This is an optimization exercise on Yosys and OpenROAD, whose aim is small area, a short achievable clock period and few clock cycles per item, not a production implementation.
Function was checked by simulation only, so behaviour that the tests miss may differ from the original.
No activity file was given, so power comes from the tool's default toggle rates.

==> flow/design.v (excerpt) <==
module ifft8_seq #(
  parameter int unsigned W  = 12,
  parameter int unsigned IW = 16
) (
  input  logic                clk,
  input  logic                rst,
  input  logic                in_valid,
  output logic                in_ready,
  input  logic signed [W-1:0] in_re,
  input  logic signed [W-1:0] in_im,
  output logic                out_valid,
  input  logic                out_ready,
  output logic signed [W-1:0] out_re,
  output logic signed [W-1:0] out_im,
  output logic                out_last,
  output logic                busy
);
Size: ~330 flip-flops, ~56 I/O pins.
export LEC_CHECK = 0
export CAP_MARGIN = 20
export CORE_MARGIN = 2
export CORE_UTILIZATION = 40
export CTS_BUF_LIST = sky130_fd_sc_hd__clkbuf_16
export CTS_CLUSTER_DIAMETER = 200
export CTS_CLUSTER_SIZE = 24
export SLEW_MARGIN = 20
create_clock -name core_clock -period 22.0 [get_ports {clk}]
standard.sh (not shown) runs the stock make flow with config.mk's settings and CLKGATE_MAP_FILE= SYNTH_SCRIPT=/design/flow/synth_recipe.tcl, a recipe that flattens the netlist after the stock synthesis.
==> flow/flow/run.sh <==
#!/bin/bash
# The standard layout (standard.sh) with two changes passed to ORFS:
# buf_2 cells as the port buffers instead of the default pick, and a setup
# margin for the repair steps. ORFS writes its per-step logs under orfs/logs;
# the make output goes to standard.log here.
export BUFFER_PORTS_ARGS="-buffer_cell sky130_fd_sc_hd__buf_2"
export SETUP_SLACK_MARGIN=16
bash standard.sh > standard.log 2>&1
Testbench counts at the start, summed over its fixed seeds: cycles 7,680, frames 384.
==> next run, changes <==
--- a/flow/design.v
+++ b/flow/design.v
@@ -88,19 +88,21 @@
       default: begin n1r = 1'b0; n1i = 1'b1; n3r = 1'b0; n3i = 1'b0; end
     endcase
     w_y = add4(d1r ^ {UW{n1r}}, d1i ^ {UW{n1i}}, d3r ^ {UW{n3r}}, d3i ^ {UW{n3i}},
                1'b1, ~w_y_v, ~w_y_v);
   end
   function automatic logic signed [UW-1:0] tw10(input logic signed [UW-1:0] y);
     logic signed [UW+6:0] e;
     logic signed [UW+6:0] p;
+    logic signed [UW+6:0] b;
     e = (UW+7)'(y);
+    b = {{(UW){1'b0}}, y[UW-1], y[UW-1], 1'b0, y[UW-1], y[UW-1], 1'b0, y[UW-1]};   
     p = (e <<< 6) + (e <<< 4) + (e <<< 3) + e + (e >>> 1) + (e >>> 4) + (e >>> 5)
-      + (e >>> 8) + (e >>> 9) + (y[UW-1] ? (UW+7)'(121) : (UW+7)'(12));
+      + (e >>> 8) + (e >>> 9) + (UW+7)'(12) + b;
     tw10 = p[UW+6:7];
   endfunction
   always_ff @(posedge clk) begin
     if (w_y_load) begin
       r_y <= w_y;
     end
     if (w_tr_load) begin
       r_tr <= tw10(r_y);
@@ -116,37 +118,32 @@
   assign s1r = AW'(r_sr[1]);  assign s1i = AW'(r_si[1]);
   assign s2r = AW'(r_sr[2]);  assign s2i = AW'(r_si[2]);
   assign s3r = AW'(r_sr[3]);  assign s3i = AW'(r_si[3]);
   assign d0r = AW'(r_dr[0]);  assign d0i = AW'(r_di[0]);
   assign d2r = AW'(r_dr[2]);  assign d2i = AW'(r_di[2]);
   assign tr  = AW'(r_tr);     assign ti  = AW'(r_ti);
   logic signed [AW-1:0] w_ra, w_rb, w_rc, w_rd, w_ia, w_ib, w_ic, w_id;
   logic [8:0]           r_ctl;
-  logic [2:0]           r_ctl_in;    
+  logic [2:0]           r_ctl_i;     
   logic                 c_od, c_sn, c_sw, c_nrb, c_nrc, c_nrd, c_nib, c_nic, c_nid;
   logic                 ci_od, ci_sn, ci_sw;
   assign {c_od, c_sn, c_sw, c_nrb, c_nrc, c_nrd, c_nib, c_nic, c_nid} = r_ctl;
-  assign {ci_od, ci_sn, ci_sw} = ~r_ctl_in;
+  assign {ci_od, ci_sn, ci_sw} = r_ctl_i;
   function automatic logic [8:0] ctl_of(input logic [2:0] k);
     case (k)
       3'd0: ctl_of = 9'b010_000_000;
       3'd2: ctl_of = 9'b001_110_011;
       3'd4: ctl_of = 9'b010_101_101;
       3'd6: ctl_of = 9'b001_011_110;
       3'd1: ctl_of = 9'b100_100_000;
       3'd3: ctl_of = 9'b100_000_100;
       3'd5: ctl_of = 9'b100_110_010;
       default: ctl_of = 9'b100_010_110;
     endcase
-  endfunction
-  function automatic logic [2:0] ctli_of(input logic [2:0] k);
-    logic [8:0] c;
-    c = ctl_of(k);
-    ctli_of = ~c[8:6];
   endfunction
   always_comb begin
     w_ra = c_od ? d0r : s0r;
     w_ia = ci_od ? d0i : s0i;
     w_rb = ({AW{c_od}} & d2i) | ({AW{c_sn}} & s1r) | ({AW{c_sw}} & s1i);
     w_ib = ({AW{ci_od}} & d2r) | ({AW{ci_sn}} & s1i) | ({AW{ci_sw}} & s1r);
     w_rc = c_od ? tr : s2r;
     w_ic = ci_od ? ti : s2i;
@@ -165,25 +162,36 @@
     end
   endfunction
   assign w_y_v     = r_pre ? r_pre_cnt[1] : r_k[0];
   assign w_y_neg   = ~r_pre & ~r_k[1];
   assign w_y_load  = (r_pre & (r_pre_cnt != 2'd0)) | (w_step & (r_k < 3'd6));
   assign w_tr_load = (r_pre & r_pre_cnt[1]) | (w_step & r_k[0] & (r_k != 3'd7));
   assign w_ti_load = w_step & ~r_k[0];
   always_ff @(posedge clk) begin
+    if (w_in_fire & (r_in_cnt == 3'd7)) begin
+      r_ctl_i <= 3'b010;
+    end else if (w_step) begin
+      r_ctl_i <= ctl3_of(r_k + 3'd1);
+    end
+  end
+  function automatic logic [2:0] ctl3_of(input logic [2:0] k);
+    logic [8:0] c;
+    c = ctl_of(k);
+    ctl3_of = c[8:6];
+  endfunction
+  always_ff @(posedge clk) begin
     if (rst) begin
       r_ir_v    <= 1'b0;
       r_in_cnt  <= 3'd0;
       r_ld_cnt  <= 3'd0;
       r_pre     <= 1'b0;
       r_pre_cnt <= 2'd0;
       r_k       <= 3'd0;
       r_ctl     <= ctl_of(3'd0);
-      r_ctl_in  <= ctli_of(3'd0);
       r_k_done  <= 1'b0;
       in_ready  <= 1'b1;
       r_idle    <= 1'b1;
       r_outph   <= 1'b0;
       busy      <= 1'b0;
       out_valid <= 1'b0;
       out_last  <= 1'b0;
     end else begin
@@ -196,18 +204,16 @@
         if (r_in_cnt == 3'd7) begin
           in_ready  <= 1'b0;
           r_idle    <= 1'b0;
           busy      <= 1'b1;
           r_pre     <= 1'b1;
           r_pre_cnt <= 2'd0;
           r_k       <= 3'd0;
           r_ctl     <= ctl_of(3'd0);
-          r_ctl_in  <= ctli_of(3'd0);
-      r_ctl_in  <= ctli_of(3'd0);
           r_k_done  <= 1'b0;
         end
       end
       if (r_pre) begin
         r_pre_cnt <= r_pre_cnt + 2'd1;
         if (r_pre_cnt[1]) begin
           r_pre   <= 1'b0;
           r_outph <= 1'b1;
@@ -215,17 +221,16 @@
       end
       if (w_step) begin
         out_valid <= 1'b1;
         out_last  <= (r_k == 3'd7);
         out_re    <= scale_sat(w_xr);
         out_im    <= scale_sat(w_xi);
         r_k       <= r_k + 3'd1;
         r_ctl     <= ctl_of(r_k + 3'd1);
-        r_ctl_in  <= ctli_of(r_k + 3'd1);
         if (r_k == 3'd7) begin
           r_k_done <= 1'b1;
         end
       end else if (out_valid & out_ready) begin
         out_valid <= 1'b0;
       end
       if (out_valid & out_ready & out_last) begin
         in_ready  <= 1'b1;
Result:
- The changed run went through all stages and came out clean
- routed wire length rose by 1.4%
- worst setup slack stays flat
- final cell count barely changes
- sequential power rises by 2.7%
- die area went up by 0.89%
- clock-buffer cell count is unchanged
- first-iteration DRC count came out lower by 15%
- worst hold slack degrades by 0.011 ns
- final area went up by 0.64%
- global-route usage fell by 0.36 points
- non-clock buffer count grows by 3
- combinational power is higher by 80%
Testbench counts after the change, summed over its fixed seeds: cycles 7,680, frames 384.

## separate check: timing with driven ports
The flow's constraints put no driver on any port. The routed layouts listed below were extracted and timed again, unchanged, in two steps. Step 1 (the two cells are an assumption about what drives the block):
set clk [get_ports {clk}]
set_driving_cell -lib_cell sky130_fd_sc_hd__clkbuf_16 $clk
set_driving_cell -lib_cell sky130_fd_sc_hd__buf_2 [delete_from_list [all_inputs] $clk]
Step 2 also shifts input and output timing later by t, the mid clock arrival at the registers, as if the neighbouring blocks saw the same clock. a / b / c = ideal ports / drivers / drivers and shift; a / b = the first two.
run	t, ns	setup slack, ns	worst register clock-pin slew, ns
the first run	0.584	16.449 / 16.408 / 15.962	0.11 / 0.11
the second run	0.583	16.446 / 16.392 / 16.116	0.11 / 0.11
After both steps every run listed still meets setup and hold. For the first run, which loses most, drivers alone change the setup slack by -0.041 ns; drivers and shift together by -0.487 ns.
